From an optimization exercise on the open Yosys and OpenROAD flow, aimed at small area, a short achievable clock period and few clock cycles; shortcuts taken in it are not production practice. RTL that was checked went through simulation tests only; none was proved equivalent to the original. Function not checked in runs 5 and 6: the RTL went through the layout flow alone.

**flow/design.v**
```verilog
module pipe_exe_md #(
  parameter logic [31:0] DIV0_LO = 32'hFFFFFFFF
) (
  input  logic        clock,
  input  logic        resetn,
  input  logic        ebubble,
  input  logic [3:0]  ealuc,
  input  logic        ealuimm,
  input  logic        eshift,
  input  logic        ejal,
  input  logic [3:0]  emd,
  input  logic [31:0] ea,
  input  logic [31:0] eb,
  input  logic [31:0] eimm,
  input  logic [31:0] esa,
  input  logic [31:0] epc4,
  input  logic [4:0]  ern0,
  output logic [31:0] ealu,
  output logic [4:0]  ern,
  output logic        md_stall
);
  localparam logic [3:0] MD_MULT  = 4'd1;
  localparam logic [3:0] MD_MULTU = 4'd2;
  localparam logic [3:0] MD_DIV   = 4'd3;
  localparam logic [3:0] MD_DIVU  = 4'd4;
  localparam logic [3:0] MD_MFHI  = 4'd5;
  localparam logic [3:0] MD_MFLO  = 4'd6;
  localparam logic [3:0] MD_MTHI  = 4'd7;
  localparam logic [3:0] MD_MTLO  = 4'd8;
  logic [31:0] hi_q, lo_q;
  logic        hx_q;          
  logic        bprev_q;       
  logic [32:0] d_q;           
  logic        busy_q;
  logic        mul_q;         
  logic        sgn_q;         
  logic        fix_q;         
  logic        fixing_q;      
  logic        negq_q, negr_q;   
  logic [3:0]  cnt_q;         
  logic [31:0] aluA, aluB, aluRes;
  assign aluA = eshift  ? esa  : ea;
  assign aluB = ealuimm ? eimm : eb;
  logic        aluSub;
  logic [31:0] aluBx, aluSum, aluP, aluG;
  assign aluSub  = (ealuc[2:0] == 3'b100);
  assign aluBx   = aluB ^ {32{aluSub}};
  pem_ks32 u_alu_add (.a(aluA), .b(aluBx), .cin(aluSub), .s(aluSum), .p(aluP), .g(aluG));
  logic        shLeft, shFill;
  logic [31:0] shIn, shOut, shRes;
  logic [32:0] shWide;
  assign shLeft = ~ealuc[2];
  assign shFill = ealuc[2] & ealuc[3] & aluB[31];
  always_comb begin
    for (int i = 0; i < 32; i++) shIn[i] = shLeft ? aluB[31-i] : aluB[i];
  end
  assign shWide = 33'($signed({shFill, shIn}) >>> aluA[4:0]);
  assign shOut  = shWide[31:0];
  always_comb begin
    for (int i = 0; i < 32; i++) shRes[i] = shLeft ? shOut[31-i] : shOut[i];
  end
  always_comb begin
    aluRes = 32'd0;
    case (ealuc[1:0])
      2'b00: aluRes = aluSum;
      2'b01: aluRes = ealuc[2] ? (aluP | aluG) : aluG;
      2'b10: aluRes = ealuc[2] ? {aluB[15:0], 16'd0} : aluP;
      2'b11: aluRes = shRes;
      default: aluRes = 32'd0;
    endcase
  end
  logic [31:0] pc8;
  pem_add #(30) u_pc8 (.a(epc4[31:2]), .b(30'd0), .cin(1'b1), .s(pc8[31:2]));
  assign pc8[1:0] = epc4[1:0];
  always_comb begin
    ealu = aluRes;
    ern  = ern0;
    if (ejal) begin
      ealu = pc8;
      ern  = 5'd31;
    end else if (emd == MD_MFHI) begin
      ealu = hi_q;
    end else if (emd == MD_MFLO) begin
      ealu = lo_q;
    end
  end
  logic isMul, isDiv, isHL;
  assign isMul = !ebubble && (emd == MD_MULT || emd == MD_MULTU);
  assign isDiv = !ebubble && (emd == MD_DIV  || emd == MD_DIVU);
  assign isHL  = !ebubble && (emd == MD_MFHI || emd == MD_MFLO ||
                              emd == MD_MTHI || emd == MD_MTLO);
  assign md_stall = resetn && busy_q && isHL;
  logic        dSigned, aNeg, bNeg;
  logic [31:0] absA, absB;
  logic [5:0]  zA, zB;
  logic [5:0]  sh;            
  logic        bZero, qZero;
  logic [32:0] dAlign;
  function automatic logic [5:0] clz32(input logic [31:0] x);
    logic [15:0]      z1;
    logic [15:0]      c1;
    logic [7:0]       z2;
    logic [7:0][1:0]  c2;
    logic [3:0]       z3;
    logic [3:0][2:0]  c3;
    logic [1:0]       z4;
    logic [1:0][3:0]  c4;
    logic             z5;
    logic [4:0]       c5;
    for (int i = 0; i < 16; i++) begin
      z1[i] = ~(x[2*i+1] | x[2*i]);
      c1[i] = ~x[2*i+1];
    end
    for (int i = 0; i < 8; i++) begin
      z2[i] = z1[2*i+1] & z1[2*i];
      c2[i] = z1[2*i+1] ? {1'b1, c1[2*i]} : {1'b0, c1[2*i+1]};
    end
    for (int i = 0; i < 4; i++) begin
      z3[i] = z2[2*i+1] & z2[2*i];
      c3[i] = z2[2*i+1] ? {1'b1, c2[2*i]} : {1'b0, c2[2*i+1]};
    end
    for (int i = 0; i < 2; i++) begin
      z4[i] = z3[2*i+1] & z3[2*i];
      c4[i] = z3[2*i+1] ? {1'b1, c3[2*i]} : {1'b0, c3[2*i+1]};
    end
    z5 = z4[1] & z4[0];
    c5 = z4[1] ? {1'b1, c4[0]} : {1'b0, c4[1]};
    clz32 = z5 ? 6'd32 : {1'b0, c5};
  endfunction
  function automatic logic [31:0] cneg32(input logic [31:0] x, input logic neg);
    logic below;
    below = 1'b0;
    for (int i = 0; i < 32; i++) begin
      cneg32[i] = x[i] ^ (neg & below);
      below = below | x[i];
    end
  endfunction
  assign dSigned = (emd == MD_DIV);
  assign aNeg  = dSigned && ea[31];
  assign bNeg  = dSigned && eb[31];
  assign absA  = cneg32(ea, aNeg);
  assign absB  = cneg32(eb, bNeg);
  assign zA    = clz32(absA);
  assign zB    = clz32(absB);
  assign bZero = (eb == 32'd0);
  assign qZero = (zA > zB);
  assign sh    = zB - zA;
  assign dAlign = {absB, 1'b0} << {sh[5:1], 1'b0};
  function automatic logic [83:0] csa42(input logic [41:0] x, input logic [41:0] y,
                                        input logic [41:0] z);
    logic [41:0] sm, cy;
    sm = x ^ y ^ z;
    cy = (x & y) | (x & z) | (y & z);
    csa42 = {cy[40:0], 1'b0, sm};
  endfunction
  logic [41:0] accX, aX, mSum, negs;
  logic [3:0][41:0] pp;
  logic [3:0]  bNegD;
  logic [8:0]  bWin;
  logic [83:0] l1a, l1b, l2, l3;
  assign accX = {{9{hx_q}}, hi_q};
  assign aX   = {{10{sgn_q & d_q[31]}}, d_q[31:0]};
  assign bWin = fixing_q ? 9'b000000010 : {lo_q[7:0], bprev_q};
  always_comb begin
    for (int i = 0; i < 4; i++) begin
      logic b0, b1, b2;
      logic [41:0] m;
      b0 = bWin[2*i];
      b1 = bWin[2*i+1];
      b2 = bWin[2*i+2];
      m = ((b1 ^ b0) ? aX : 42'd0) |
          (((b2 & ~b1 & ~b0) | (~b2 & b1 & b0)) ? {aX[40:0], 1'b0} : 42'd0);
      bNegD[i] = b2;
      pp[i] = (m ^ {42{b2}}) << (2 * i);
    end
    pp[1][0] = bNegD[0];
    pp[2][2] = bNegD[1];
    pp[3][4] = bNegD[2];
    negs = {35'd0, bNegD[3], 6'd0};
  end
  assign l1a = csa42(accX, pp[0], pp[1]);
  assign l1b = csa42(pp[2], pp[3], negs);
  assign l2  = csa42(l1a[41:0], l1a[83:42], l1b[41:0]);
  assign l3  = csa42(l2[41:0], l2[83:42], l1b[83:42]);
  pem_add #(42) u_madd (.a(l3[41:0]), .b(l3[83:42]), .cin(1'b0), .s(mSum));
  logic [33:0] t1, t2;
  logic        q1, q2;
  logic [31:0] r1, r2;
  pem_add #(34) u_sub1 (.a({2'b0, hi_q}), .b(~{1'b0, d_q}), .cin(1'b1), .s(t1));
  assign q1 = ~t1[33];
  assign r1 = q1 ? t1[31:0] : hi_q;
  pem_add #(34) u_sub2 (.a({2'b0, r1}), .b(~{2'b0, d_q[32:1]}), .cin(1'b1), .s(t2));
  assign q2 = ~t2[33];
  assign r2 = q2 ? t2[31:0] : r1;
  logic mulRun, mulFix, divRun, divFix, lastCyc, writeHi, writeLo;
  logic divImm, run;
  assign run     = busy_q & !isMul & !isDiv;
  assign lastCyc = (cnt_q == 4'd0);
  assign mulRun  = run &  mul_q & !fixing_q;
  assign mulFix  = run &  mul_q &  fixing_q;
  assign divRun  = run & !mul_q & !fixing_q;
  assign divFix  = run & !mul_q &  fixing_q;
  assign divImm  = bZero | qZero;
  assign writeHi = !busy_q && !ebubble && (emd == MD_MTHI);
  assign writeLo = !busy_q && !ebubble && (emd == MD_MTLO);
  always_ff @(posedge clock or negedge resetn) begin
    if (!resetn) begin
      busy_q   <= 1'b0;
      mul_q    <= 1'b0;
      sgn_q    <= 1'b0;
      fix_q    <= 1'b0;
      fixing_q <= 1'b0;
      negq_q   <= 1'b0;
      negr_q   <= 1'b0;
      cnt_q    <= 4'd0;
    end else if (isMul) begin
      busy_q   <= 1'b1;
      mul_q    <= 1'b1;
      sgn_q    <= (emd == MD_MULT);
      fix_q    <= (emd == MD_MULTU) && eb[31];
      fixing_q <= 1'b0;
      cnt_q    <= 4'd3;
    end else if (isDiv) begin
      busy_q   <= !divImm || aNeg;
      mul_q    <= 1'b0;
      fix_q    <= aNeg || bNeg;
      fixing_q <= divImm;
      negq_q   <= !divImm && (aNeg ^ bNeg);
      negr_q   <= aNeg;
      cnt_q    <= divImm ? 4'd0 : 4'(sh[5:1]);
    end else if (busy_q) begin
      if (!lastCyc) begin
        cnt_q <= cnt_q - 4'd1;
      end else if (fix_q && !fixing_q) begin
        fixing_q <= 1'b1;
      end else begin
        fixing_q <= 1'b0;
        busy_q   <= 1'b0;
      end
    end
  end
  always_ff @(posedge clock) begin
    if (isMul) begin
      d_q <= {1'b0, ea};
    end else if (isDiv) begin
      d_q <= dAlign;
    end else if (divRun) begin
      d_q <= {2'b0, d_q[32:2]};
    end
  end
  always_ff @(posedge clock or negedge resetn) begin
    if (!resetn) begin
      hx_q    <= 1'b0;
      bprev_q <= 1'b0;
    end else if (isMul) begin
      hx_q    <= 1'b0;
      bprev_q <= 1'b0;
    end else if (mulRun) begin
      hx_q    <= mSum[40];
      bprev_q <= lo_q[7];
    end
  end
  logic selHiAbs, selHiKeep, selLoDz, selLoKeep, selLoEa;
  logic [31:0] hiD, loD;
  assign selHiAbs  = isDiv | writeHi;
  assign selHiKeep = divFix | (!isMul & !isDiv & !busy_q & !writeHi);
  assign selLoDz   = isDiv & bZero;
  assign selLoEa   = writeLo;
  assign selLoKeep = divFix | (!isMul & !isDiv & (mulFix | (!busy_q & !writeLo)));
  always_comb begin
    hiD = ({32{selHiAbs}}  & absA)
        | ({32{mulRun}}    & mSum[39:8])
        | ({32{mulFix}}    & mSum[31:0])
        | ({32{divRun}}    & r2)
        | ({32{selHiKeep}} & cneg32(hi_q, divFix & negr_q));
    loD = ({32{isMul}}     & eb)
        | ({32{selLoDz}}   & DIV0_LO)
        | ({32{mulRun}}    & {mSum[7:0], lo_q[31:8]})
        | ({32{divRun}}    & {lo_q[29:0], q1, q2})
        | ({32{selLoEa}}   & ea)
        | ({32{selLoKeep}} & cneg32(lo_q, divFix & negq_q));
  end
  always_ff @(posedge clock or negedge resetn) begin
    if (!resetn) begin
      hi_q <= 32'd0;
      lo_q <= 32'd0;
    end else begin
      hi_q <= hiD;
      lo_q <= loD;
    end
  end
endmodule
module pem_add #(
  parameter int N = 32
) (
  input  logic [N-1:0] a,
  input  logic [N-1:0] b,
  input  logic         cin,
  output logic [N-1:0] s
);
  logic [N-1:0] p, g, pp, gg;
  always_comb begin
    p = a ^ b;
    g = a & b;
    gg = g;
    pp = p;
    gg[0] = g[0] | (p[0] & cin);
    for (int d = 1; d < N; d = d * 2) begin
      for (int i = 2 * d - 1; i < N; i = i + 2 * d) begin
        gg[i] = gg[i] | (pp[i] & gg[i-d]);
        pp[i] = pp[i] & pp[i-d];
      end
    end
    for (int d = 64; d >= 1; d = d / 2) begin
      for (int i = 3 * d - 1; i < N; i = i + 2 * d) begin
        gg[i] = gg[i] | (pp[i] & gg[i-d]);
        pp[i] = pp[i] & pp[i-d];
      end
    end
    s[0] = p[0] ^ cin;
    for (int i = 1; i < N; i++) s[i] = p[i] ^ gg[i-1];
  end
endmodule
module pem_ks32 (
  input  logic [31:0] a,
  input  logic [31:0] b,
  input  logic        cin,
  output logic [31:0] s,
  output logic [31:0] p,
  output logic [31:0] g
);
  logic [31:0] gg, pp, gn, pn;
  always_comb begin
    p = a ^ b;
    g = a & b;
    gg = g;
    pp = p;
    gg[0] = g[0] | (p[0] & cin);
    for (int d = 1; d < 32; d = d * 2) begin
      gn = gg;
      pn = pp;
      for (int i = d; i < 32; i++) begin
        gn[i] = gg[i] | (pp[i] & gg[i-d]);
        pn[i] = pp[i] & pp[i-d];
      end
      gg = gn;
      pp = pn;
    end
    s[0] = p[0] ^ cin;
    for (int i = 1; i < 32; i++) s[i] = p[i] ^ gg[i-1];
  end
endmodule
```
**flow/flow/run.sh**
```bash
#!/bin/bash
# The standard layout, with two changes to how the layout is made:
#  - the port buffers are buf_2 cells instead of the slow delay buffer that
#    buffer_ports picks by default (every port still gets its own buffer);
#  - the resizer may change a cell's footprint when it sizes gates.
# Synthesis is the standard one, unchanged.
set -euo pipefail
export BUFFER_PORTS_ARGS="-buffer_cell sky130_fd_sc_hd__buf_2"
sed 's/CLKGATE_MAP_FILE= /CLKGATE_MAP_FILE= MATCH_CELL_FOOTPRINT=0 /' standard.sh > standard_fp.sh
grep -q 'MATCH_CELL_FOOTPRINT=0' standard_fp.sh
bash standard_fp.sh > standard_flow.log 2>&1
```
**flow/standard.sh**
```bash
#!/bin/bash
# synth_recipe.tcl (not shown) runs the flow's synth.tcl, then flattens the netlist and writes it again
# the make line also repeats each setting of config.mk as NAME=value (left out here)
make -C /OpenROAD-flow-scripts/flow DESIGN_CONFIG=/design/flow/config.mk WORK_HOME=/design/flow/orfs CLKGATE_MAP_FILE= SYNTH_SCRIPT=/design/flow/synth_recipe.tcl "${@:-finish}"
```
**flow/config.mk**
```make
export PLATFORM = sky130hd
export DESIGN_NAME = pipe_exe_md
export DESIGN_NICKNAME = pipe_exe_md
export VERILOG_FILES = /design/flow/design.v
export SDC_FILE = /design/flow/constraint.sdc
export NUM_CORES = 4
export LEC_CHECK = 0
export ABC_AREA = 1
export CAP_MARGIN = 10
export CORE_MARGIN = 2
export CORE_UTILIZATION = 40
export SETUP_SLACK_MARGIN = 1.5
export SLEW_MARGIN = 10
```
**flow/constraint.sdc**
```tcl
create_clock -name core_clock -period 9.0 [get_ports {clock}]
set_input_delay 1.8000 -clock core_clock [delete_from_list [all_inputs] [get_ports {clock}]]
set_output_delay 1.8000 -clock core_clock [all_outputs]
set_load 0.01 [all_outputs]
```
==> results.txt, run 1 <==
* DRC violations left at 0
* Worst Reg-to-Reg Cells at 42
* Worst path arrival time at roughly 5.7 ns
* Top-count cell post-synth: nand2_1
* Hold Crit Class: reg -> reg
* Synth cell count leaders: nand2_1 (800), inv_1 (529), o21ai_0 (441), xor2_1 (234), ha_1 (227)
* Area contributors post-synth: fa_1 (11%), nand2_1 (11%), ha_1 (10%)
* Multi-input combinational cell area at 0.0228 mm^2
* Synthesized Nets at 4736
* Worst Hold Path Cells at 2
* Die width at 268 um
* Die area at 0.0717 mm^2
* Row count at 96
* Register Area at 0.00291 mm^2
* Post-route ant nets at 0
* Post-synth top area share at a little under an eighth
* Final setup fails at 0
* Max frequency at between 0.1 and 0.15 GHz
* First-pass GRT wire length at approximately 190000 um
* Vias in the first global route at 29507
* Critical Path Most Common Cell: nand2_2
* Chip Height at 268 um
* Worst slew pin tran at 1.29 ns
* Max incr delay on CP at roughly 0.39 ns
* WL per Instance at 24.1 um
* CTS tree: done
* I/O Buffers at 216
* Worst rel slew slack at 13.1%
* Final wirelength at 128000 um
* Clk_skew at 0.00924 ns
* Final Cell Area at 0.0321 mm^2
* NumNets Final at 4938
* Clock sinks at 110
* Largest net degree at the start of global routing at 71
* Vias per cell at 5.98
* Inserted Diodes at 0
* Distinct cells, synth at 67
* Final TNS setup at 0 ns
* Async S/R FF share, synth at a little over two thirds
* Crit path time final at 7.49 ns
* Total core area at approximately 0.069 mm^2
* Final clock period utilization by the worst path at 83.2%
* Post-Synthesis Cell Area at approximately 0.028 mm^2
* Sequential-to-total area share from yosys stat at between 10% and 20%
* Htree depth at 3
* Max_cap viols at 0
* XOR/XNOR share of the synthesized area at 9.25%
* Status: no timing/DRC/antenna violations
* Overall routing resource usage at 35.2%
* Final core utilization at 46.7%
* Max clock buf depth at 2
* Post-synth EDFFs at 32
* Syn Area/Cell at 6.67 um^2
* Drt initial violations at 3703
* Simple-gate share of the synthesized area at between 20% and 30%
* Top_reg_cell synth: dfrtp_1
* Startpoint types: primary input
* Worst skew pair latency at 0.39 ns
* Initial Utilization at approximately 40%
* Final Hold Vio Count at 0
* Initial antenna violation count at 5
* Syn Inst Count at 4173
* Area leader, netlist: fa_1
* Number of detailed-route iterations in the first pass at 7
* WP data required at 7.20 ns
* Fill cells at 7332
* Global route overflow at 0
* Post-synthesis compound-gate area fraction at 24.6%
* Placed instance area at 0.0301 mm^2
* Final Instance Count excl. Fillers at approximately 5300
* Clk slew on worst S/H paths at 0.09 ns
* Critical path peak fanout at 5
* Area share of fa/ha/maj cells after synthesis at 21.5%
* Mux cell area share after synthesis at under 10%
* Cts bufs inserted at 9
* Slew Viols, Final at 0
* Cells after DPL at 5207
* # IOs at 217
* Layout area overhead at 15.5%
* Post-DP HPWL at 104000 um
* Clk root buf: clkbuf_16
* CP Capture Type: output port
* RSZ-0062 raised after global routing: yes
* RePlAce Congestion at just over 1
* Synth Warn # at 5
* Hold bufs inserted after CTS at 0
* CP Class: in -> out
* Share of cells above drive strength 1 at ~17%
* Largest family of logic cells by synthesized area: compound AO/OA/AOI/OAI gates
* Via Count at 31784
* Slowest cell on the critical path: ha_1
* #FFs+latches synth at 110
==> critical path: cells and delay by family <==
kind / cells / cell delay, ns
AND/OR/NAND/NOR: 11 / 1.09
AO/OA/AOI/OAI: 11 / 1.56
XOR/XNOR: 1 / 0.26
adder cells (fa/ha/maj): 1 / 0.39
buffers and inverters: 5 / 0.57
==> cell usage in the layout (no fill, tap or decap), types with 51 or more instances in the layout <==
cell type	synthesis	routed
nand2_1	800	773
inv_1	529	510
o21ai_0	441	381
xor2_1	234	231
ha_1	227	216
buf_2	9	210
o22ai_1	207	200
nand3_1	208	197
nor2_1	217	190
a21oi_1	200	187
buf_4	2	163
fa_1	157	152
o211ai_1	98	98
dfrtp_1	77	74
xnor2_1	58	53
mux2i_1	52	51
==> state kept, by name, summed over array words and instances, names as in the netlist, 4 cells and up <==
signal,flops
cnt_q,4
d_q,33
hi_q,32
lo_q,32
==> kinds of logic after synthesis <==
family                   count (synthesis)
adder cells (fa/ha/maj)                384
AO/OA/AOI/OAI                         1150
buffers and inverters                  794
AND/OR/NAND/NOR                       1390
XOR/XNOR                               293
flip-flops                             110
multiplexers                            52
==> cell type report <==
| class | count | share of cell area, % |
|---|---|---|
| Clock buffer | 9 | 0.701 |
| Clock inverter | 7 | 0.203 |
| Inverter | 577 | 6.88 |
| Multi-Input combinational cell | 3269 | 71.0 |
| Sequential cell | 110 | 9.07 |
| Tap cell | 931 | 3.63 |
| Timing Repair Buffer | 403 | 8.45 |
| Timing Repair inverter | 5 | 0.117 |
==> path summary, 6_finish.rpt <==
check                                      from              endpoint  slack [ns]
min in group asynchronous                resetn    hi_q[20]$_DFF_PN0_        1.38
max in group asynchronous                resetn     hi_q[0]$_DFF_PN0_        6.39
setup / recovery                          eb[7]              ealu[30]        1.51
setup reg to reg           fixing_q$_DFFE_PN0P_    hi_q[30]$_DFF_PN0_        1.70
hold reg to reg            d_q[32]$_SDFFE_PP0P_  d_q[32]$_SDFFE_PP0P_        0.48
hold / removal             d_q[32]$_SDFFE_PP0P_  d_q[32]$_SDFFE_PP0P_        0.48
==> metrics by stage <==
step	worst slack, ns	hold slack, ns
after global placement	0.506	0.472
after floorplan	1.49	0.450
after detailed placement	0.477	0.474
final	1.51	0.481
after CTS	1.40	0.488
after global routing	1.10	0.529
==> routing by layer <==
| metal | vias up | global-route usage (%) | share of wire (%) |
|---|---|---|---|
| met3 | 361 | 7.38 | 11 |
| met1 | 15053 | 46.2 | 40 |
| li1 | 14539 | - | - |
| met5 | - | 0 | 0.037 |
| met2 | 1823 | 55.2 | 44 |
| met4 | 8 | 16.5 | 5.7 |
==> repair_timing <==
item                       4_1_cts  5_1_grt
setup buffers                   39       44
gates cloned                     3        2
setup endpoints to repair       95      100
pin swaps                       42       74
gates resized for setup        150      174
Testbench counts, summed over its fixed seeds: cycles 31,588.
==> inputs of run 2 (changes only) <==
--- a/flow/config.mk
+++ b/flow/config.mk
@@ -11,3 +11,3 @@
 export CORE_UTILIZATION = 40
-export SETUP_SLACK_MARGIN = 1.5
+export SETUP_SLACK_MARGIN = 1.4
 export SLEW_MARGIN = 10
==> run 2 against run 1 <==
Critical path type unchanged. Highest routed layer unchanged. Hold slack improved by 0.0053 ns. First-iteration DRC count fell by 5.2%. Critical path depth fell by 12. Via count fell by 0.61%. Final cell count rose by 0.23%.
==> results.txt, run 2 <==
* CP Class: in -> out
* Layout area overhead at 15.8%
* First-pass GRT wire length at 188000 um
* Max_cap viols at 0
* Worst skew pair latency at 0.40 ns
* Synthesized Nets at 4736
* Final Cell Area at 0.0322 mm^2
* Area leader, netlist: fa_1
* Delay-heaviest family, CP: compound AO/OA/AOI/OAI gates
* #FFs+latches synth at 110
* Die area at 0.0717 mm^2
* CTS tree: done
* Final core utilization at 46.9%
* Area contributors post-synth: fa_1 (11%), nand2_1 (11%), ha_1 (10%)
* I/O Buffers at 216
* Fill cells at between 7000 and 8000
* Distinct cells, synth at 67
* NumNets Final at between 4000 and 5000
* Post-synth EDFFs at 32
* RePlAce Congestion at 1.01
* Syn Inst Count at 4173
* # IOs at 217
* Synth cell count leaders: nand2_1 (800), inv_1 (529), o21ai_0 (441), xor2_1 (234), ha_1 (227)
* Initial antenna violation count at 4
* Clock sinks at 110
* Final setup fails at 0
* Drt initial violations at approximately 3500
* Post-route ant nets at 0
* Overall routing resource usage at 35.1%
* Vias in the first global route at around 30000
* Vias per cell at 5.93
* Startpoint types: primary input
* Cts bufs inserted at 9
* Register name with the most flops: d_q
* Initial Utilization at ~40%
* Slowest cell on the critical path: o21ai_1
* CP cell instances: buf_12 -> buf_4 -> clkbuf_16 -> o21ai_1 -> mux2i_1 -> mux2i_1 -> mux2i_1 -> mux2i_1 -> o21ai_0 -> o21ai_0 -> nand2_1 -> o21ai_0 -> a22oi_1 -> a311oi_1 -> o22ai_1 -> o21ai_0 -> buf_2
* Via Count at around 32000
* Chip Height at roughly 270 um
* Row count at 96
* Final TNS setup at 0 ns
* Number of detailed-route iterations in the first pass at 6
* Max frequency at around 0.13 GHz
* CP Buf/Inv Count at 4
* Post-synth top area share at between 10% and 20%
* Placed instance area at 0.0301 mm^2
* Async S/R FF share, synth at 70.0%
* Synth Warn # at 5
* Top Registers: d_q (33), hi_q (32), lo_q (32)
* WL per Instance at 24.0 um
* Hold Crit Class: reg -> reg
* Top-count cell post-synth: nand2_1
* Final Instance Count excl. Fillers at 5323
* Top_reg_cell synth: dfrtp_1
* Final wirelength at 128000 um
* Post-Synthesis Cell Area at about 0.028 mm^2
* Post-DP HPWL at 104000 um
* Crit path time final at 7.57 ns
* Critical path peak fanout at 17
* DRC violations left at 0
* Final Hold Vio Count at 0
* Htree depth at 3
* Global route overflow at 0
* Status: no timing/DRC/antenna violations
* Die width at 268 um
* Sequential-to-total area share from yosys stat at between 10% and 20%
* Max incr delay on CP at ~0.53 ns
* Slew Viols, Final at 0
* Cells after DPL at around 5200
* Clk_skew at between 0.015 and 0.02 ns
* Worst slew pin tran at 1.13 ns
* Largest net degree at the start of global routing at 92
* Syn Area/Cell at roughly 6.7 um^2
* RSZ-0062 raised after global routing: yes
* Share of cells above drive strength 1 at about 17%
* Hold bufs inserted after CTS at 0
* Max reg flops at 33
* Most frequent cells in the layout: nand2_1 (774), inv_1 (507), o21ai_0 (382), xor2_1 (224), ha_1 (214)
* WP data required at 7.20 ns
* Max clock buf depth at 2
* Total core area at 0.0687 mm^2
* Worst rel slew slack at 24.5%
* Worst path arrival time at 5.77 ns
* Clk root buf: clkbuf_16
* Final clock period utilization by the worst path at 84.1%
* Most common cell after layout, fill and taps aside: nand2_1
* Clk slew on worst S/H paths at 0.09 ns
* CP Capture Type: output port
-- run 2: cell count changes in the layout (fill, tap and decap cells not counted), moves of 5 or more --
cell     previous run  this run
buf_4             163       177
o21ai_2            31        22
xor2_1            231       224
xor2_2              3         9
nand3_2            20        15
o21ai_4             6        11
o22ai_1           200       205
-- run 2: worst paths after layout --
path	from	cells after the start	to	slack, ns
setup / recovery	ealuimm	17	ealu[0]	1.43
hold / removal	d_q[32]$_SDFFE_PP0P_	2	d_q[32]$_SDFFE_PP0P_	0.49
hold reg to reg	d_q[32]$_SDFFE_PP0P_	2	d_q[32]$_SDFFE_PP0P_	0.49
max in group asynchronous	resetn	2	fixing_q$_DFFE_PN0P_	6.40
setup reg to reg	hi_q[0]$_DFF_PN0_	53	hi_q[28]$_DFF_PN0_	1.74
min in group asynchronous	resetn	1	hi_q[26]$_DFF_PN0_	1.33
-- run 2: through the flow --
step,hold slack (ns),setup slack [ns]
floorplan,0.450,1.43
global placement,0.462,0.468
detailed placement,0.471,0.316
CTS,0.485,1.40
global route,0.519,1.22
finish,0.487,1.43
-- run 2: what timing repair did --
action,4_1_cts,5_1_grt
endpoints found under the setup margin,89,101
gates resized for setup,138,169
pin swaps,34,67
hold endpoints to repair,0,0
cloned,5,3
buffers inserted,47,43
-- run 2: worst register-to-register path, delay by kind of cell (launching register included) --
kind / cells / cell delay [ns]
and+or+nand+nor: 25 / 2.30
AOI/OAI and AO/OA: 13 / 2.25
buffers and inverters: 12 / 1.32
adders and majority gates: 3 / 0.88
DFF: 1 / 0.39
-- run 2: kinds of logic (layout without fill, tap and decap cells) --
kind of cell	count (synthesis)	after routing	synth area share [%]
AO/OA/AOI/OAI	1150	1150	24.6
buffers and inverters	794	1012	10.8
adder cells (fa/ha/maj)	384	384	21.5
other	0	1	0
XOR/XNOR	293	293	9.25
AND/OR/NAND/NOR	1390	1390	21.5
flip-flops	110	110	10.5
multiplexers	52	52	1.87
-- run 2: area by class of cell --
class | count | area [um^2] | share of cell area [%]
Multi-Input combinational cell | 3269 | 22800 | 70.7
Sequential cell | 110 | 2910 | 9.04
Timing Repair Buffer | 414 | 2800 | 8.70
Inverter | 577 | 2220 | 6.89
Tap cell | 931 | 1160 | 3.62
Clock buffer | 10 | 250 | 0.777
Clock inverter | 6 | 58.8 | 0.183
Timing Repair inverter | 5 | 37.5 | 0.117
Antenna cell | 1 | 2.50 | 0.00777
-- run 2: routing by layer --
metal	global-route usage (%)	wire [um]
met4	15.1	6400
met5	0	13
met2	55.1	56100
met1	46.4	51800
met3	7.54	13600
==> inputs of run 3 (changes only) <==
--- a/flow/config.mk
+++ b/flow/config.mk
@@ -11,3 +11,3 @@
 export CORE_UTILIZATION = 40
-export SETUP_SLACK_MARGIN = 1.4
+export SETUP_SLACK_MARGIN = 1.6
 export SLEW_MARGIN = 10
==> run 3 against run 2 <==
Register-to-register slack gained 0.06 ns. Worst setup slack worse by 0.15 ns. Non-clock buffer count is 15 higher. Via count increased by 1.3%. Routed wire length grew 1.9%. Critical path depth grew 17. Global-route usage grew 0.65 points. Utilization increased by 0.82 points. Critical path type unchanged. Critical endpoint is now ealu[18].
==> results.txt, run 3 <==
* Status: no timing/DRC/antenna violations
* Vias per cell at 5.99
* Chip Height at 268 um
* CP Class: in -> out
* Layout area overhead at 17.8%
* Slowest cell on the critical path: fa_2
* Async S/R FF share, synth at ~70%
* Clk slew on worst S/H paths at 0.08 ns
* # IOs at approximately 220
* Top-count cell post-synth: nand2_1
* Row count at 96
* Htree depth at 3
* Syn Area/Cell at 6.67 um^2
* Syn Inst Count at around 4200
* Overall routing resource usage at 35.7%
* Post-synth EDFFs at 32
* Placed instance area at about 0.030 mm^2
* Crit path time final at 7.72 ns
* Drt initial violations at roughly 4200
* Worst slew pin tran at approximately 1.2 ns
* DRC violations left at 0
* CTS tree: done
* Initial Utilization at roughly two fifths
* Post-DP HPWL at roughly 100000 um
* Critical path peak fanout at 5
* WP data required at ~7 ns
* Max clock buf depth at 2
* Max frequency at 0.130 GHz
* Area contributors post-synth: fa_1 (11%), nand2_1 (11%), ha_1 (10%)
* Top Registers: d_q (33), hi_q (32), lo_q (32)
* RSZ-0062 raised after global routing: yes
* Distinct cells, synth at 67
* Number of detailed-route iterations in the first pass at 6
* Clk_skew at 0.0122 ns
* Worst path arrival time at 5.92 ns
* Final wirelength at 130000 um
* Critical Path Most Common Cell: buf_6
* Via Count at 31997
* RePlAce Congestion at roughly 1
* Register name with the most flops: d_q
* Slew Viols, Final at 0
* Sequential-to-total area share from yosys stat at a little over a tenth
* #FFs+latches synth at 110
* Synth cell count leaders: nand2_1 (800), inv_1 (529), o21ai_0 (441), xor2_1 (234), ha_1 (227)
* Fill cells at roughly 7200
* Max reg flops at 33
* Die area at 0.0717 mm^2
* Final Cell Area at between 0.03 and 0.04 mm^2
* Final core utilization at 47.7%
* Startpoint types: primary input
* Delay-heaviest family, CP: buffers and inverters
* Worst rel slew slack at 16.5%
* WL per Instance at 24.4 um
* Most common cell after layout, fill and taps aside: nand2_1
* Die width at approximately 270 um
* CP Capture Type: output port
* Final setup fails at 0
* Initial antenna violation count at 7
* Cts bufs inserted at 9
* Cells after DPL at 5194
* NumNets Final at 4965
* Clock sinks at between 100 and 150
* Max_cap viols at 0
* Synth Warn # at 5
* Area leader, netlist: fa_1
* Post-route ant nets at 0
* Most frequent cells in the layout: nand2_1 (770), inv_1 (507), o21ai_0 (350), xor2_1 (226), ha_1 (212)
* Final TNS setup at 0 ns
* WHS at 0.477 ns
* Worst skew pair latency at just under 0.4 ns
* First-pass GRT wire length at 191000 um
* Synthesized Nets at 4736
* CP Buf/Inv Count at 14
* Final Instance Count excl. Fillers at 5339
* Post-Synthesis Cell Area at 0.0278 mm^2
* I/O Buffers at 216
* Hold Crit Class: reg -> reg
* Max incr delay on CP at 0.37 ns
* Clk root buf: clkbuf_16
* Share of cells above drive strength 1 at 18.4%
* Total core area at 0.0687 mm^2
* Global route overflow at 0
* Top_reg_cell synth: dfrtp_1
* Hold bufs inserted after CTS at 0
* Final clock period utilization by the worst path at 85.7%
* Largest net degree at the start of global routing at 69
* Post-synth top area share at 11.3%
* Final Hold Vio Count at 0
* Vias in the first global route at 29924
run 3: path summary, 6_finish.rpt:
check | from | end | slack [ns] | depth (start not counted)
hold reg to reg | d_q[32]$_SDFFE_PP0P_ | d_q[32]$_SDFFE_PP0P_ | 0.48 | 2
hold / removal | d_q[32]$_SDFFE_PP0P_ | d_q[32]$_SDFFE_PP0P_ | 0.48 | 2
min in group asynchronous | resetn | hx_q$_DFFE_PN0P_ | 1.32 | 1
setup reg to reg | hi_q[0]$_DFF_PN0_ | hi_q[31]$_DFF_PN0_ | 1.80 | 51
setup / recovery | ealuc[0] | ealu[18] | 1.28 | 34
max in group asynchronous | resetn | lo_q[1]$_DFF_PN0_ | 6.37 | 2
run 3: repair_timing:
action                                  4_1_cts  5_1_grt
gates cloned                                  8        4
endpoints found under the hold margin         0        0
endpoints found under the setup margin      101       99
pin swaps                                    54      113
buffers inserted                             64       52
gates resized for setup                     221      203
run 3: area by class of cell:
cell class | instances | area (um^2) | share of cell area (%)
antenna | 1 | 2.50 | 0.00764
inverter | 577 | 2210 | 6.75
clock inverter | 5 | 55.1 | 0.168
timing repair buffer | 429 | 3070 | 9.38
sequential | 110 | 2910 | 8.89
clock buffer | 11 | 254 | 0.775
timing repair inverter | 6 | 45.0 | 0.137
tap | 931 | 1160 | 3.55
multi-input combinational | 3269 | 23100 | 70.3
run 3: stage by stage:
step	worst slack (ns)
final	1.28
after global routing	1.09
after CTS	1.40
after detailed placement	0.519
after global placement	0.622
after floorplan	1.61
run 3: tightest hold or removal path, delay by kind of cell, from the launching register on:
family | cells | cell delay [ns]
flip-flops | 1 | 0.32
AND/OR/NAND/NOR | 2 | 0.12
run 3: kinds of logic (layout without fill, tap and decap cells):
| group | count (synthesis) | in the layout | share of synthesized area [%] |
|---|---|---|---|
| other | 0 | 1 | 0 |
| AO/OA/AOI/OAI | 1150 | 1150 | 24.6 |
| AND/OR/NAND/NOR | 1390 | 1390 | 21.5 |
| adder cells (fa/ha/maj) | 384 | 384 | 21.5 |
| buffers and inverters | 794 | 1028 | 10.8 |
| flip-flops | 110 | 110 | 10.5 |
| multiplexers | 52 | 52 | 1.87 |
| XOR/XNOR | 293 | 293 | 9.25 |
run 3: layer usage:
layer | vias to the layer above | GRT usage [%] | wire, um
li1 | 14603 | - | -
met1 | 15219 | 46.8 | 52200
met2 | 1812 | 55.5 | 56400
met3 | 351 | 9.01 | 15100
met4 | 12 | 15.9 | 6600
met5 | - | 0 | 66
==> inputs of run 4 (changes only) <==
==> flow/flow/run.sh (replaced) <==
#!/bin/bash
# The standard layout, with two changes to how the layout is made:
#  - the port buffers are buf_1 cells instead of the slow delay buffer that
#    buffer_ports picks by default (every port still gets its own buffer);
#  - the resizer may change a cell's footprint when it sizes gates.
# Synthesis is the standard one, unchanged.
set -euo pipefail
export BUFFER_PORTS_ARGS="-buffer_cell sky130_fd_sc_hd__buf_1"
sed 's/CLKGATE_MAP_FILE= /CLKGATE_MAP_FILE= MATCH_CELL_FOOTPRINT=0 /' standard.sh > standard_fp.sh
grep -q 'MATCH_CELL_FOOTPRINT=0' standard_fp.sh
bash standard_fp.sh > standard_flow.log 2>&1
--- a/flow/config.mk
+++ b/flow/config.mk
@@ -11,3 +11,3 @@
 export CORE_UTILIZATION = 40
-export SETUP_SLACK_MARGIN = 1.6
+export SETUP_SLACK_MARGIN = 1.5
 export SLEW_MARGIN = 10
==> run 4 against run 3 <==
Routed wire length fell by 1.2%. Area after synthesis did not move. Hold slack got worse by 0.0049 ns. Count of clock-buffer cells in the layout down 1. Final area decreased by 0.25%. Register-to-register slack better by 0.03 ns. First-iteration DRC count down 10%. Global-route usage is 0.70 points lower. Largest cell class unchanged.
==> results.txt, run 4 <==
* Final TNS setup at 0 ns
* Vias in the first global route at 29221
* CP Class: in -> out
* Area contributors post-synth: fa_1 (11%), nand2_1 (11%), ha_1 (10%)
* Worst skew pair latency at roughly 0.38 ns
* RSZ-0062 raised after global routing: yes
* Crit path time final at 7.55 ns
* Worst slew pin tran at 1.22 ns
* Clk root buf: clkbuf_16
* CP Capture Type: output port
* Chip Height at 268 um
* Max_cap viols at 0
* DRC violations left at 0
* Distinct cells, synth at 67
* Status: no timing/DRC/antenna violations
* Register name with the most flops: d_q
* Cells after DPL at 5215
* Drt initial violations at 3785
* Post-synth top area share at 11.3%
* Worst path arrival time at 5.75 ns
* Clk_skew at 0.0113 ns
* Sequential-to-total area share from yosys stat at approximately a tenth
* Final Hold Vio Count at 0
* Initial Utilization at between 40% and 50%
* Syn Area/Cell at about 6.7 um^2
* Largest net degree at the start of global routing at 73
* Top-count cell post-synth: nand2_1
* Top Registers: d_q (33), hi_q (32), lo_q (32)
* Pre-CTS WS at approximately 0.35 ns
* CTS tree: done
* Post-Synthesis Cell Area at 0.0278 mm^2
* Hold Crit Class: reg -> reg
* Clk slew on worst S/H paths at 0.08 ns
* Max clock buf depth at 2
* Initial antenna violation count at 8
* Slew Viols, Final at 0
* Setup WS post-layout at 1.45 ns
* Final clock period utilization by the worst path at between 80% and 90%
* NumNets Final at 4983
* Most frequent cells in the layout: nand2_1 (767), inv_1 (504), o21ai_0 (384), xor2_1 (219), ha_1 (210)
* Top_reg_cell synth: dfrtp_1
* Htree depth at 3
* I/O Buffers at 216
* Most common cell after layout, fill and taps aside: nand2_1
* WP data required at 7.20 ns
* #FFs+latches synth at 110
* Overall routing resource usage at 35.0%
* Synth cell count leaders: nand2_1 (800), inv_1 (529), o21ai_0 (441), xor2_1 (234), ha_1 (227)
* WL per Instance at 24.0 um
* Via Count at 31831
* Critical path peak fanout at 35
* Final wirelength at 129000 um
* Final Instance Count excl. Fillers at 5359
* Share of cells above drive strength 1 at about 14%
* Row count at 96
* Die width at 268 um
* Global route overflow at 0
* Async S/R FF share, synth at between 70% and 80%
* RePlAce Congestion at 1.03
* Synth Warn # at 5
* WHS at 0.472 ns
* First-pass GRT wire length at 188000 um
* Max reg flops at 33
* Cts bufs inserted at 9
* Clock sinks at 110
* Post-route ant nets at 0
* Syn Inst Count at 4173
* Synthesized Nets at 4736
* Startpoint types: primary input
* Post-synth EDFFs at 32
* Hold bufs inserted after CTS at 0
* Final setup fails at 0
* Post-DP HPWL at 104000 um
* Layout area overhead at 17.5%
* Vias per cell at between 5 and 6
* Max frequency at ~0.13 GHz
* Worst rel slew slack at between 10% and 20%
* Die area at around 0.072 mm^2
* Total core area at 0.0687 mm^2
* Area leader, netlist: fa_1
* Number of detailed-route iterations in the first pass at 7
* # IOs at 217
## run 4: metal layers
layer | GRT usage (%) | vias up | routed length, um
li1 | - | 14635 | -
met1 | 46.3 | 15133 | 51900
met2 | 55.4 | 1719 | 56400
met3 | 7.06 | 334 | 13700
met4 | 15.3 | 10 | 6820
met5 | 0 | - | 75
## run 4: timing repair
item | 4_1_cts | 5_1_grt
pin swaps | 38 | 105
gates resized for setup | 171 | 247
gates cloned | 5 | 3
setup endpoints to repair | 95 | 104
setup buffers | 47 | 70
## run 4: worst paths after layout
path                                       from                    to  slack (ns)  cells after the start
min in group asynchronous                resetn    hi_q[25]$_DFF_PN0_        1.47                      1
setup / recovery                         eshift              ealu[18]        1.45                     25
hold reg to reg            d_q[32]$_SDFFE_PP0P_  d_q[32]$_SDFFE_PP0P_        0.47                      2
setup reg to reg           fixing_q$_DFFE_PN0P_    hi_q[29]$_DFF_PN0_        1.83                     43
hold / removal             d_q[32]$_SDFFE_PP0P_  d_q[32]$_SDFFE_PP0P_        0.47                      2
max in group asynchronous                resetn     lo_q[1]$_DFF_PN0_        6.37                      2
## run 4: metrics by stage
stage          instance area, um^2  util [%]
2_1_floorplan                27800         -
3_3_place_gp                 29900      43.5
3_5_place_dp                 29900      43.5
4_1_cts                      31100      45.3
5_1_grt                      32700      47.6
6_report                     32700      47.6
## run 4: cell type report
type | instances | area [um^2]
Sequential cell | 110 | 2910
Fill cell | 7202 | 36000
Timing Repair inverter | 6 | 42.5
Clock inverter | 6 | 95.1
Inverter | 577 | 2220
Timing Repair Buffer | 447 | 2850
Clock buffer | 10 | 229
Antenna cell | 3 | 7.51
Multi-Input combinational cell | 3269 | 23200
Tap cell | 931 | 1160
## run 4: logic make-up after synthesis
kind of cell / count (synthesis) / synth area share, %
AO/OA/AOI/OAI: 1150 / 24.6
AND/OR/NAND/NOR: 1390 / 21.5
flip-flops: 110 / 10.5
adder cells (fa/ha/maj): 384 / 21.5
buffers and inverters: 794 / 10.8
XOR/XNOR: 293 / 9.25
multiplexers: 52 / 1.87
## run 4: critical path, cell delays in order
cell and delay (ns):
clkbuf_4 0.19, buf_8 0.20, o21ai_0 0.58, inv_1 0.10, ha_1 0.36, nand2_1 0.10, nor2_1 0.05, a211oi_2 0.17
nand2_2 0.10, a21oi_2 0.14, o21bai_1 0.09, buf_4 0.14, buf_4 0.12, buf_4 0.12, buf_4 0.12, buf_4 0.13
buf_4 0.12, buf_4 0.12, buf_4 0.12, nor2_2 0.09, nor3_2 0.05, o31a_1 0.28, o22ai_2 0.19, o21ai_1 0.11
buf_2 0.14
==> inputs of run 5 (changes only) <==
--- a/flow/design.v
+++ b/flow/design.v
@@ -38,51 +38,10 @@
   logic        fixing_q;      
-  logic        negq_q, negr_q;   
+  logic        negq_q, negr_q;
   logic [3:0]  cnt_q;         
-  logic [31:0] aluA, aluB, aluRes;
-  assign aluA = eshift  ? esa  : ea;
-  assign aluB = ealuimm ? eimm : eb;
-  logic        aluSub;
-  logic [31:0] aluBx, aluSum, aluP, aluG;
-  assign aluSub  = (ealuc[2:0] == 3'b100);
-  assign aluBx   = aluB ^ {32{aluSub}};
-  pem_ks32 u_alu_add (.a(aluA), .b(aluBx), .cin(aluSub), .s(aluSum), .p(aluP), .g(aluG));
-  logic        shLeft, shFill;
-  logic [31:0] shIn, shOut, shRes;
-  logic [32:0] shWide;
-  assign shLeft = ~ealuc[2];
-  assign shFill = ealuc[2] & ealuc[3] & aluB[31];
-  always_comb begin
-    for (int i = 0; i < 32; i++) shIn[i] = shLeft ? aluB[31-i] : aluB[i];
-  end
-  assign shWide = 33'($signed({shFill, shIn}) >>> aluA[4:0]);
-  assign shOut  = shWide[31:0];
-  always_comb begin
-    for (int i = 0; i < 32; i++) shRes[i] = shLeft ? shOut[31-i] : shOut[i];
-  end
-  always_comb begin
-    aluRes = 32'd0;
-    case (ealuc[1:0])
-      2'b00: aluRes = aluSum;
-      2'b01: aluRes = ealuc[2] ? (aluP | aluG) : aluG;
-      2'b10: aluRes = ealuc[2] ? {aluB[15:0], 16'd0} : aluP;
-      2'b11: aluRes = shRes;
-      default: aluRes = 32'd0;
-    endcase
-  end
-  logic [31:0] pc8;
-  pem_add #(30) u_pc8 (.a(epc4[31:2]), .b(30'd0), .cin(1'b1), .s(pc8[31:2]));
-  assign pc8[1:0] = epc4[1:0];
-  always_comb begin
-    ealu = aluRes;
-    ern  = ern0;
-    if (ejal) begin
-      ealu = pc8;
-      ern  = 5'd31;
-    end else if (emd == MD_MFHI) begin
-      ealu = hi_q;
-    end else if (emd == MD_MFLO) begin
-      ealu = lo_q;
-    end
-  end
-  logic isMul, isDiv, isHL;
+  pem_alu u_alu (
+    .ealuc(ealuc), .ealuimm(ealuimm), .eshift(eshift), .ejal(ejal), .emd(emd),
+    .ea(ea), .eb(eb), .eimm(eimm), .esa(esa), .epc4(epc4), .ern0(ern0),
+    .hi(hi_q), .lo(lo_q), .ealu(ealu), .ern(ern)
+  );
+  logic isMul, isDiv, isHL, start;
   assign isMul = !ebubble && (emd == MD_MULT || emd == MD_MULTU);
@@ -351,2 +310,66 @@
   end
+endmodule
+module pem_alu (
+  input  logic [3:0]  ealuc,
+  input  logic        ealuimm,
+  input  logic        eshift,
+  input  logic        ejal,
+  input  logic [3:0]  emd,
+  input  logic [31:0] ea,
+  input  logic [31:0] eb,
+  input  logic [31:0] eimm,
+  input  logic [31:0] esa,
+  input  logic [31:0] epc4,
+  input  logic [4:0]  ern0,
+  input  logic [31:0] hi,
+  input  logic [31:0] lo,
+  output logic [31:0] ealu,
+  output logic [4:0]  ern
+);
+  logic [31:0] aluA, aluB, aluRes;
+  assign aluA = eshift  ? esa  : ea;
+  assign aluB = ealuimm ? eimm : eb;
+  logic        aluSub;
+  logic [31:0] aluBx, aluSum, aluP, aluG;
+  assign aluSub  = (ealuc[2:0] == 3'b100);
+  assign aluBx   = aluB ^ {32{aluSub}};
+  pem_ks32 u_alu_add (.a(aluA), .b(aluBx), .cin(aluSub), .s(aluSum), .p(aluP), .g(aluG));
+  logic        shLeft, shFill;
+  logic [31:0] shIn, shOut, shRes;
+  logic [32:0] shWide;
+  assign shLeft = ~ealuc[2];
+  assign shFill = ealuc[2] & ealuc[3] & aluB[31];
+  always_comb begin
+    for (int i = 0; i < 32; i++) shIn[i] = shLeft ? aluB[31-i] : aluB[i];
+  end
+  assign shWide = 33'($signed({shFill, shIn}) >>> aluA[4:0]);
+  assign shOut  = shWide[31:0];
+  always_comb begin
+    for (int i = 0; i < 32; i++) shRes[i] = shLeft ? shOut[31-i] : shOut[i];
+  end
+  always_comb begin
+    aluRes = 32'd0;
+    case (ealuc[1:0])
+      2'b00: aluRes = aluSum;
+      2'b01: aluRes = ealuc[2] ? (aluP | aluG) : aluG;
+      2'b10: aluRes = ealuc[2] ? {aluB[15:0], 16'd0} : aluP;
+      2'b11: aluRes = shRes;
+      default: aluRes = 32'd0;
+    endcase
+  end
+  logic [31:0] pc8;
+  pem_add #(30) u_pc8 (.a(epc4[31:2]), .b(30'd0), .cin(1'b1), .s(pc8[31:2]));
+  assign pc8[1:0] = epc4[1:0];
+  always_comb begin
+    ealu = aluRes;
+    ern  = ern0;
+    if (ejal) begin
+      ealu = pc8;
+      ern  = 5'd31;
+    end else if (emd == 4'd5) begin
+      ealu = hi;
+    end else if (emd == 4'd6) begin
+      ealu = lo;
+    end
+  end
 endmodule
==> flow/flow/run.sh (replaced) <==
#!/bin/bash
# The standard layout, with two changes to how the layout is made:
#  - the port buffers are buf_2 cells instead of the slow delay buffer that
#    buffer_ports picks by default (every port still gets its own buffer);
#  - the resizer may change a cell's footprint when it sizes gates.
# Synthesis is the standard one, unchanged.
set -euo pipefail
export BUFFER_PORTS_ARGS="-buffer_cell sky130_fd_sc_hd__buf_2"
sed 's/CLKGATE_MAP_FILE= /CLKGATE_MAP_FILE= MATCH_CELL_FOOTPRINT=0 /' standard.sh > standard_fp.sh
grep -q 'MATCH_CELL_FOOTPRINT=0' standard_fp.sh
bash standard_fp.sh > standard_flow.log 2>&1
--- a/flow/config.mk
+++ b/flow/config.mk
@@ -13 +13,3 @@
 export SLEW_MARGIN = 10
+export SYNTH_HIERARCHICAL = 1
+export SYNTH_MINIMUM_KEEP_SIZE = 800
==> run 5 against run 4 <==
Utilization down 2.5 points. Worst setup slack better by 0.19 ns. Non-clock buffer count down 92. Synthesized cell count up 11%. Global-route usage up 1.5 points. Final area up 1.0%. Register-to-register slack worse by 0.03 ns. Sequential share of layout area down 0.062 points. Largest cell class unchanged.
==> results.txt, run 5 <==
* Status: no timing/DRC/antenna violations
* Pre-CTS WS at 0.575 ns
* RePlAce Congestion at 1.04
* Synth cell count leaders: nand2_1 (974), inv_1 (632), nand3_1 (609), o21ai_0 (347), xor2_1 (257)
* CTS tree: done
* Worst skew pair latency at 0.39 ns
* Row count at 99
* Vias in the first global route at 31815
* Synthesized Nets at roughly 5200
* Final TNS setup at 0 ns
* Final core utilization at 45.1%
* Worst slew pin tran at roughly 1.1 ns
* Final Hold Vio Count at 0
* # IOs at 217
* Final setup fails at 0
* Flop-to-flop setup slack at 1.80 ns
* Number of detailed-route iterations in the first pass at 6
* Max frequency at ~0.14 GHz
* Drt initial violations at 4468
* Critical Path Most Common Cell: nand2_1
* CP Capture Type: output port
* Worst rel slew slack at 24.2%
* CP Buf/Inv Count at 3
* Area contributors post-synth: nand2_1 (12%), fa_1 (11%), nand3_1 (10%)
* Clk root buf: clkbuf_16
* Syn Area/Cell at 6.38 um^2
* CP Class: in -> out
* I/O Buffers at 216
* Post-synth top area share at 12.3%
* Max incr delay on CP at 0.42 ns
* Worst hold start: cnt_q[2]$_DFFE_PN0P_
* Via Count at between 30000 and 40000
* Clk slew on worst S/H paths at 0.08 ns
* Initial Utilization at 40.5%
* Distinct cells, synth at slightly below 70
* Setup WS post-layout at 1.64 ns
* Initial antenna violation count at 8
* Cell depth of the worst setup path at 19
* Global route overflow at 0
* Slowest cell on the critical path: ha_1
* RSZ-0062 raised after global routing: yes
* WP data required at 7.20 ns
* Final Cell Area at roughly 0.033 mm^2
* Die area at roughly 0.076 mm^2
* NumNets Final at 5367
* Hold Crit Class: reg -> reg
* Worst path arrival time at roughly 5.6 ns
* Chip Height at 276 um
* Syn Inst Count at 4652
* Cts bufs inserted at 9
* Placed instance area at about 0.032 mm^2
* CP cell instances: buf_2 -> nor2_4 -> nand2_4 -> buf_4 -> xnor2_2 -> ha_1 -> nand2_1 -> o21ai_0 -> a21oi_1 -> o21ai_2 -> a21boi_0 -> xor2_1 -> nand2_1 -> nand4_1 -> nand2_1 -> nand2_1 -> nand2_1 -> nand2_1 -> buf_2
* Top Registers: d_q (33), hi_q (32), lo_q (32)
* Largest net degree at the start of global routing at 100
* Layout area overhead at 11.3%
* Critical Path Start: ealuc[0]
* Worst Hold Path Cells at 2
* Register name with the most flops: d_q
* FF-to-FF Start: hi_q[0]$_DFF_PN0_
* Sequential-to-total area share from yosys stat at 9.80%
* Hold bufs inserted after CTS at 0
* Top_reg_cell synth: dfrtp_1
* Overall routing resource usage at 36.6%
* WL per Instance at 25.1 um
* Delay-heaviest family, CP: simple AND/OR/NAND/NOR gates
* Htree depth at 3
* Clock sinks at 110
* First-pass GRT wire length at approximately 210000 um
* Async S/R FF share, synth at 70.0%
* Total core area at between 0.07 and 0.08 mm^2
* Final wirelength at 145000 um
* Most frequent cells in the layout: nand2_1 (959), inv_1 (623), nand3_1 (603), o21ai_0 (324), xor2_1 (250)
* Vias per cell at 6.01
* Crit path time final at 7.36 ns
* Final clock period utilization by the worst path at between 80% and 90%
* Die width at 276 um
* Post-route ant nets at 0
* Critical path peak fanout at 18
* Synth Warn # at 12
* Area leader, netlist: nand2_1
* Worst Reg-to-Reg Cells at 53
* Post-DP HPWL at roughly 120000 um
* #FFs+latches synth at 110
* Fill cells at 7862
* Post-Synthesis Cell Area at 0.0297 mm^2
* DRC violations left at 0
* Max reg flops at 33
* Max_cap viols at 0
* Startpoint types: primary input
* Clk_skew at 0.0137 ns
* Top-count cell post-synth: nand2_1
* Slew Viols, Final at 0
* Post-synth EDFFs at 32
* Max clock buf depth at 2
* Most common cell after layout, fill and taps aside: nand2_1
* Share of cells above drive strength 1 at 13.1%
## run 5: changes by cell type in the layout (fill, tap and decap cells not counted), sizes merged, moves of 24 or more
cell / previous run / this run
buf: 438 / 353
inv: 564 / 677
mux2i: 52 / 2
nand2: 824 / 985
nand3: 218 / 622
o211ai: 98 / 25
o21ai: 454 / 375
xnor2: 58 / 34
xor2: 235 / 259
## run 5: path summary, 6_finish.rpt
kind / end
worst max-delay path: ealu[18]
worst min-delay path: cnt_q[2]$_DFFE_PN0P_
worst max register to register: hi_q[31]$_DFF_PN0_
worst min register to register: cnt_q[2]$_DFFE_PN0P_
max in group asynchronous: fixing_q$_DFFE_PN0P_
min in group asynchronous: hi_q[21]$_DFF_PN0_
## run 5: kinds of logic after synthesis
group                    after synthesis  share of synthesized area, %
AND/OR/NAND/NOR                     1986                          29.9
AO/OA/AOI/OAI                        970                          19.2
buffers and inverters                907                          12.2
adder cells (fa/ha/maj)              384                          20.2
XOR/XNOR                             293                          8.70
flip-flops                           110                          9.80
multiplexers                           2                        0.0675
## run 5: layout make-up
class | instances | area [um^2] | area share [%]
tap | 959 | 1200 | 3.63
antenna | 5 | 12.5 | 0.0379
timing repair inverter | 6 | 55.1 | 0.167
clock buffer | 10 | 239 | 0.723
sequential | 110 | 2920 | 8.84
inverter | 686 | 2620 | 7.92
clock inverter | 6 | 46.3 | 0.140
timing repair buffer | 355 | 2280 | 6.91
multi-input combinational | 3636 | 23700 | 71.6
## run 5: modules after synthesis (local to each module, per instance)
| module | cells | flops+latches |
|---|---|---|
| pipe_exe_md | 2802 | 110 |
| pem_alu | 1850 | 0 |
## run 5: routing by layer
layer / wire (um) / track usage [%] / part of all wire [%]
met3: 14200 / 6.06 / 9.8
met4: 9330 / 19.7 / 6.4
met1: 59200 / 48.9 / 41
met5: 13 / 0 / 0.0090
met2: 62300 / 56.2 / 43
## run 5: timing repair
action | 4_1_cts | 5_1_grt
setup endpoints to repair | 40 | 83
cloned | 1 | 8
pin swaps | 10 | 39
gates resized for setup | 44 | 138
hold endpoints to repair | 0 | 0
buffers inserted | 9 | 55
## run 5: worst min-delay path, cell delays in order, from the launching register on
cell     delay, ns
dfrtp_1       0.35
nand2_1       0.06
nand2_1       0.05
## run 5: per-stage QoR
step / hold WS, ns / instances
global route: 0.525 / 5769
floorplan: 0.449 / 4652
detailed placement: 0.471 / 5679
finish: 0.488 / 5773
CTS: 0.491 / 5705
global placement: 0.466 / 5679
==> inputs of run 6 (changes only) <==
--- a/flow/config.mk
+++ b/flow/config.mk
@@ -11,3 +11,3 @@
 export CORE_UTILIZATION = 40
-export SETUP_SLACK_MARGIN = 1.5
+export SETUP_SLACK_MARGIN = 2.0
 export SLEW_MARGIN = 10
==> run 6 against run 5 <==
Still clean on timing, DRC and antenna. Count of clock-buffer cells in the layout is the same. Synthesized cell count is the same. Register-to-register slack improved by 0.096 ns. Global-route usage up 1.1 points. Routed wire length is 4.2% higher. Critical path depth increased by 34. Die area unchanged. Clock skew is 0.0058 ns higher. Final area increased by 5.9%. Sequential share of layout area down 0.51 points.
==> results.txt, run 6 <==
* Slew Viols, Final at 0
* Die area at ~0.076 mm^2
* Worst rel slew slack at ~25%
* Post-synth EDFFs at 32
* Final clock period utilization by the worst path at 78.9%
* Post-synth top area share at 12.3%
* Vias per cell at 6.10
* Initial antenna violation count at 8
* CTS tree: done
* Max clock buf depth at 2
* Register name with the most flops: d_q
* I/O Buffers at 216
* Global route overflow at 0
* Final wirelength at 151000 um
* Most common cell after layout, fill and taps aside: nand2_1
* DRC violations left at 0
* Htree depth at 3
* Synth cell count leaders: nand2_1 (974), inv_1 (632), nand3_1 (609), o21ai_0 (347), xor2_1 (257)
* CP Capture Type: register
* Setup WS post-layout at around 1.9 ns
* Syn Area/Cell at 6.38 um^2
* Post-Synthesis Cell Area at 0.0297 mm^2
* Clock sinks at 110
* Layout area overhead at 17.9%
* WL per Instance at 25.9 um
* M3 GR Usage at 8.19%
* WHS at 0.493 ns
* Share of cells above drive strength 1 at 18.0%
* Clk_skew at 0.0195 ns
* Async S/R FF share, synth at a little over two thirds
* Via Count at around 36000
* Distinct cells, synth at 68
* Post-route ant nets at 0
* Number of detailed-route iterations in the first pass at 6
* Top_reg_cell synth: dfrtp_1
* Row count at 99
* Largest net degree at the start of global routing at 71
* Clk slew on worst S/H paths at 0.09 ns
* Status: no timing/DRC/antenna violations
* Area contributors post-synth: nand2_1 (12%), fa_1 (11%), nand3_1 (10%)
* Drt initial violations at around 4700
* WP data required at 9.27 ns
* Crit path time final at 7.10 ns
* Area leader, netlist: nand2_1
* Clk root buf: clkbuf_16
* # IOs at 217
* Final Hold Vio Count at 0
* Overall routing resource usage at around 38%
* GR peak layer: met2
* CP Class: reg -> reg
* M1 GR Usage at 49.2%
* Critical path peak fanout at 6
* #FFs+latches synth at 110
* RSZ-0062 raised after global routing: yes
* Syn Inst Count at 4652
* Vias in the first global route at 32706
* Max incr delay on CP at 0.42 ns
* Most frequent cells in the layout: nand2_1 (903), inv_1 (611), nand3_1 (588), o21ai_0 (278), xor2_1 (238)
* Sequential-to-total area share from yosys stat at 9.80%
* Slowest cell on the critical path: dfrtp_2
* Final TNS setup at 0 ns
* Worst slew pin tran at 1.12 ns
* Startpoint types: register
* Max_cap viols at 0
* Die width at 276 um
* Post-DP HPWL at approximately 120000 um
* Met2 Track Usage GR at a little under three fifths
* Worst skew pair latency at 0.40 ns
* Top Registers: d_q (33), hi_q (32), lo_q (32)
* Cts bufs inserted at 9
* Hold Crit Class: reg -> reg
* First-pass GRT wire length at ~220000 um
* Top-count cell post-synth: nand2_1
* RePlAce Congestion at 1.04
* Synth Warn # at 12
* Max reg flops at 33
* Pre-CTS WS at 0.675 ns
* NumNets Final at 5428
* Final setup fails at 0
* Synthesized Nets at approximately 5200
* Max frequency at 0.141 GHz
* Critical Path Most Common Cell: nand2_2
* Chip Height at 276 um
* Initial Utilization at 40.5%
* Worst path arrival time at 7.37 ns
* Total core area at 0.0732 mm^2
## run 6: cell types whose count changed in the layout (fill, tap and decap cells not counted), moves of 15 or more
cell,before,now
o21ai_2,17,36
nand3_1,603,588
buf_4,118,155
nand2_2,20,61
ha_1,224,209
nor2_1,207,188
nand2_4,6,21
nand2_1,959,903
o21ai_0,324,278
o21ai_1,31,52
## run 6: layout make-up
class                      instances  area [um^2]
multi-input combinational       3640        24900
clock buffer                      10          239
sequential                       110         2920
tap                              959         1200
inverter                         686         2650
fill                            7762        38200
clock inverter                     6         36.3
timing repair buffer             409         2970
timing repair inverter             9         81.3
antenna                            4         10.0
## run 6: logic make-up after synthesis
| logic type | Yosys count | synth area share (%) |
|---|---|---|
| simple gates | 1986 | 29.9 |
| xor+xnor | 293 | 8.70 |
| flops | 110 | 9.80 |
| compound gates | 970 | 19.2 |
| buf+inv | 907 | 12.2 |
| fa+ha+maj | 384 | 20.2 |
| mux | 2 | 0.0675 |
## run 6: worst max-delay path: cells and delay by family (launching register included)
kind,cells,cell delay [ns]
adders and majority gates,5,1.42
buffers and inverters,6,0.47
xor gates and xnor gates,1,0.18
DFF,1,0.42
AOI/OAI and AO/OA,18,2.46
and+or+nand+nor,23,2.02
## run 6: worst paths after layout
check                                     startpoint                    to  slack, ns  cells after the start
worst max-delay path               hi_q[0]$_DFF_PN0_    hi_q[31]$_DFF_PN0_       1.90                     53
worst min-delay path            d_q[32]$_SDFFE_PP0P_  d_q[32]$_SDFFE_PP0P_       0.49                      2
worst max register to register     hi_q[0]$_DFF_PN0_    hi_q[31]$_DFF_PN0_       1.90                     53
worst min register to register  d_q[32]$_SDFFE_PP0P_  d_q[32]$_SDFFE_PP0P_       0.49                      2
max in group asynchronous                     resetn     hi_q[0]$_DFF_PN0_       6.36                      2
min in group asynchronous                     resetn    hi_q[21]$_DFF_PN0_       1.40                      1
## run 6: metrics by stage
| stage | std cells | area, um^2 | utilization (%) |
|---|---|---|---|
| CTS | 5747 | 32900 | 45.0 |
| global placement | 5673 | 31500 | 43.1 |
| finish | 5833 | 35000 | 47.8 |
| detailed placement | 5673 | 31500 | 43.1 |
| floorplan | 4652 | 29700 | - |
| global route | 5830 | 35000 | 47.8 |
## run 6: per-layer routing
layer	share of wire, %	wire, um
met1	39	59700
met2	42	63900
met3	11	16500
met4	7.3	11000
met5	0.030	45
## run 6: what timing repair did
| item | in CTS | in global routing |
|---|---|---|
| buffers inserted | 46 | 73 |
| resized for setup | 176 | 339 |
| hold buffers | 0 | 0 |
| setup endpoints to repair | 95 | 96 |
| gates cloned | 12 | 9 |
| pin swaps | 35 | 101 |
## run 6: modules after synthesis (local to each module, per instance)
module | area (um^2) | times used | cells inside | flip-flops and latches
pipe_exe_md | 20400 | 1 | 2802 | 110
pem_alu | 9320 | 1 | 1850 | 0

static timing again, ports no longer ideal:
In the flow no input, the clock included, has a driving cell. The finished layouts below were timed again as built, in two steps.
Step 1 assumes that a clkbuf_16 drives the clock port and a buf_2 every other input.
Step 2 adds t to the input delays and takes it off the output delays; t is the mean of the earliest and latest rising clock arrival at the registers after step 1. Input paths then give back, and output paths get back, about the clock's delay inside the block.
Slacks: ideal / step 1 / step 2; pairs: ideal / step 1.
run	t, ns	setup WS [ns]	worst register clock-pin slew, ns	worst data-port slew with drivers (ns)	pins driven straight from the clock port
run 1	0.436	1.511 / 1.440 / 1.221	0.09 / 0.09	0.08	1
run 2	0.449	1.434 / 1.358 / 1.297	0.10 / 0.10	0.11	1
run 3	0.441	1.284 / 1.236 / 1.236	0.09 / 0.09	0.10	1
run 4	0.424	1.448 / 1.302 / 1.218	0.09 / 0.09	0.16	1
run 5	0.443	1.643 / 1.624 / 1.367	0.09 / 0.09	0.08	1
run 6	0.456	1.896 / 1.896 / 1.601	0.09 / 0.09	0.06	1
After both steps setup and hold are still met in every run listed. For run 6, which loses most, drivers alone change the setup slack by 0.000 ns; drivers and shift together by -0.295 ns.
